This design comes from an exercise in tuning for small area, a short achievable clock period and few clock cycles per item on the open sky130 flow, not from production work.
At most, simulation tests tie the RTL to the original design; equivalence was not proved.
No activity file was given, so power comes from the tool's default toggle rates.

==> module ghash_tag_engine, before the edit <==
module ghash_tag_engine (
  input  logic         clk,
  input  logic         rst,
  input  logic [127:0] h_key,
  input  logic         h_load,
  input  logic [127:0] ek_y0,
  input  logic         ek_load,
  input  logic         start,
  input  logic         blk_valid,
  output logic         blk_ready,
  input  logic [127:0] blk_data,
  input  logic [4:0]   blk_bytes,
  input  logic         blk_type,
  input  logic         blk_last,
  output logic [127:0] tag,
  output logic [127:0] ghash_out,
  output logic         tag_valid,
  input  logic         tag_ready,
  output logic         busy,
  output logic         err
);
  localparam int unsigned QW = 717;
  logic         run;         
  logic         acc;         
  logic         rdy;         
  logic         wl;          
  logic         wz;          
  logic         cmb;         
  logic         done;        
  logic         ph;          
  logic         np;          
  logic         fz;          
  logic         hl;          
  logic         ck;          
  logic         seen_ct, aad_part, data_part;
  logic [127:0] o, h, ek, tg;
  logic [127:0] hb;           
  logic [QW-1:0] q;
  logic [56:0]  aad_blk, data_blk;
  logic [3:0]   aad_byt, data_byt;
  logic [127:0] a_p, r_p, h_p, h2_p, mask, xm, lens, t, r, hb_n;
  logic [QW-1:0] p;
  logic         viol, take, ok, mul, inj, n_acc, n_ph, n_np, n_rdy, n_s2, n_s1, n_s0;
  function automatic logic [127:0] gf_sq(input logic [127:0] a);
    logic [254:0] c;
    c = '0;
    for (int i = 0; i < 128; i++) c[2*i] = a[i];
    for (int k = 254; k >= 128; k--) begin
      c[k-128] = c[k-128] ^ c[k];
      c[k-127] = c[k-127] ^ c[k];
      c[k-126] = c[k-126] ^ c[k];
      c[k-121] = c[k-121] ^ c[k];
    end
    gf_sq = c[127:0];
  endfunction
  always_comb begin
    for (int i = 0; i < 128; i++) begin
      a_p[i] = o[127-i];
      h_p[i] = h[127-i];
    end
  end
  gf_s1 u_s1 (.a(a_p), .b(hb), .p(p));
  gf_s2 u_s2 (.q(q), .r(r_p));
  always_comb begin
    for (int i = 0; i < 128; i++) begin
      r[127-i] = r_p[i];
    end
    h2_p = gf_sq(h_p);
    for (int i = 0; i < 16; i++) mask[127-8*i -: 8] = {8{5'(i) < blk_bytes}};
    xm   = blk_data & mask;
    lens = {aad_blk, aad_byt, 3'b000, data_blk, data_byt, 3'b000};
    viol = (!blk_type && seen_ct) || (blk_type ? data_part : aad_part) ||
           (blk_bytes == 5'd0 && !blk_last) || (blk_bytes > 5'd16);
    take = blk_valid && rdy && !start;
    ok   = take && !viol;
    mul  = ok && (blk_bytes != 5'd0);
    inj  = wl && (ph == np);
    t    = (mul ? xm : '0) ^ (inj ? lens : '0) ^ ((cmb || done) ? o : '0);
  end
  assign blk_ready = rdy;
  assign tag_valid = done;
  assign busy      = run;
  assign ghash_out = o;
  assign tag       = tg;
  always_ff @(posedge clk) begin
    q  <= p;
    o  <= r ^ t;
    hb <= hb_n;
    if (cmb) tg <= r ^ o ^ (ek_load ? ek_y0 : ek);
  end
  always_comb begin
    n_acc = acc;
    n_np  = np;
    n_ph  = !ph;
    if (ok) begin
      if (blk_last) n_acc = 1'b0;
      if (mul) n_np = !np;
    end
    n_rdy = n_acc && (n_ph == n_np);
    n_s2 = !rst && !start && mul && hl;
    n_s1 = !rst && !start && inj && hl;
    n_s0 = !rst && !start && run && !mul && !inj && !fz && !wz && !cmb && !done;
    for (int i = 0; i < 128; i++) hb_n[i] = (h2_p[i] & n_s2) | (h_p[i] & n_s1);
    hb_n[0] = hb_n[0] | n_s0;
  end
  always_ff @(posedge clk) begin
    if (rst) begin
      run   <= 1'b0;
      acc   <= 1'b0;
      rdy   <= 1'b0;
      wl    <= 1'b0;
      wz    <= 1'b0;
      cmb   <= 1'b0;
      done  <= 1'b0;
      fz    <= 1'b0;
      hl    <= 1'b0;
      ck    <= 1'b1;
      err   <= 1'b0;
      ek    <= '0;
    end else begin
      err <= take && viol;
      if (h_load && (!run || done)) begin
        h  <= h_key;
        hl <= 1'b1;
      end
      if (ek_load && !done) ek <= ek_y0;
      if (start) begin
        run       <= 1'b1;
        acc       <= 1'b1;
        wl        <= 1'b0;
        wz        <= 1'b0;
        cmb       <= 1'b0;
        done      <= 1'b0;
        ph        <= 1'b0;
        np        <= !ck;
        rdy       <= ck;
        fz        <= !ck;
        ck        <= 1'b1;
        seen_ct   <= 1'b0;
        aad_part  <= 1'b0;
        data_part <= 1'b0;
        aad_blk   <= '0;
        aad_byt   <= '0;
        data_blk  <= '0;
        data_byt  <= '0;
      end else begin
        ph  <= n_ph;
        np  <= n_np;
        acc <= n_acc;
        rdy <= n_rdy;
        fz  <= 1'b0;
        ck  <= !n_s2 && !n_s1 && !n_s0;
        if (ok) begin
          if (blk_type) begin
            if (blk_bytes[4]) data_blk <= data_blk + 57'd1;
            else              data_byt <= blk_bytes[3:0];
            data_part <= !blk_bytes[4];
            seen_ct   <= 1'b1;
          end else begin
            if (blk_bytes[4]) aad_blk <= aad_blk + 57'd1;
            else              aad_byt <= blk_bytes[3:0];
            aad_part <= !blk_bytes[4];
          end
          if (blk_last) wl <= 1'b1;
        end
        if (inj) wl <= 1'b0;
        wz  <= inj;
        cmb <= wz;
        if (cmb) done <= 1'b1;
        if (done && tag_ready) begin
          done <= 1'b0;
          run  <= 1'b0;
        end
      end
    end
  end
endmodule
export LEC_CHECK = 0
export CAP_MARGIN = 20
export CORE_MARGIN = 2
export CORE_UTILIZATION = 40
export SETUP_SLACK_MARGIN = 4.5
export SLEW_MARGIN = 20
create_clock -name core_clock -period 8.0 [get_ports {clk}]
run.sh (not shown) runs the stock make flow with config.mk's settings and CLKGATE_MAP_FILE= SYNTH_SCRIPT=/design/flow/synth_recipe.tcl, a recipe that flattens the netlist after the stock synthesis.
The starting point passed the timing, design-rule and antenna checks.
Rerun with:
--- a/flow/design.v
+++ b/flow/design.v
@@ -33,7 +33,7 @@
   logic         hl;          
   logic         ck;          
   logic         seen_ct, aad_part, data_part;
-  logic [127:0] o, h, ek, tg;
+  logic [127:0] o, h, ek;
   logic [127:0] hb;           
   logic [QW-1:0] q;
   logic [56:0]  aad_blk, data_blk;
@@ -81,12 +81,11 @@
   assign tag_valid = done;
   assign busy      = run;
   assign ghash_out = o;
-  assign tag       = tg;
+  assign tag       = o ^ ek;
   always_ff @(posedge clk) begin
     q  <= p;
     o  <= r ^ t;
     hb <= hb_n;
-    if (cmb) tg <= r ^ o ^ (ek_load ? ek_y0 : ek);
   end
   always_comb begin
     n_acc = acc;
Outcome: Maximum frequency is higher slightly; wire length is higher by a few percent; via count barely changes; combinational power is lower by about a fifth; non-clock buffer count is higher by 246; setup slack gains 0.059 ns; power is lower by roughly a tenth; hold slack gains 0.010 ns; final area is lower by a few percent; clock-buffer cell count is lower by 11; register-to-register slack gains 0.06 ns; core utilization is higher by 0.69 points.
Testbench counts after the change, summed over its fixed seeds: cycles 2,597, items 1,821.
Function not checked in the first run of this note: the RTL went through the layout flow alone.

[port drivers added, routing unchanged]
The results above use ideal ports. As a check the final layouts listed here were re-extracted and re-timed, cells and wires unchanged.
Step 1 sets driving cells, clkbuf_16 on the clock port and buf_2 on the other inputs (assumed; they add their load-dependent delay and slew).
Step 2 adds t to the input delays and takes it off the output delays; t is the mean of the earliest and latest rising clock arrival at the registers after step 1. Input paths then give back, and output paths get back, about the clock's delay inside the block.
a / b / c = no drivers / after step 1 / after step 2; a / b = the first two.
| run | shift t [ns] | setup WS [ns] | hold WS [ns] | clock arrival spread, ns |
|---|---|---|---|---|
| the first run | 1.062 | 4.257 / 4.257 / 3.559 | 0.453 / 0.453 / 0.453 | 0.097 / 0.096 |
| the second run | 1.075 | 4.316 / 4.277 / 3.597 | 0.463 / 0.463 / 0.463 | 0.100 / 0.100 |
After both steps setup and hold are still met in every run listed. The setup slack of the second run, which loses most, moves by -0.039 ns with the drivers and by -0.719 ns with both steps.
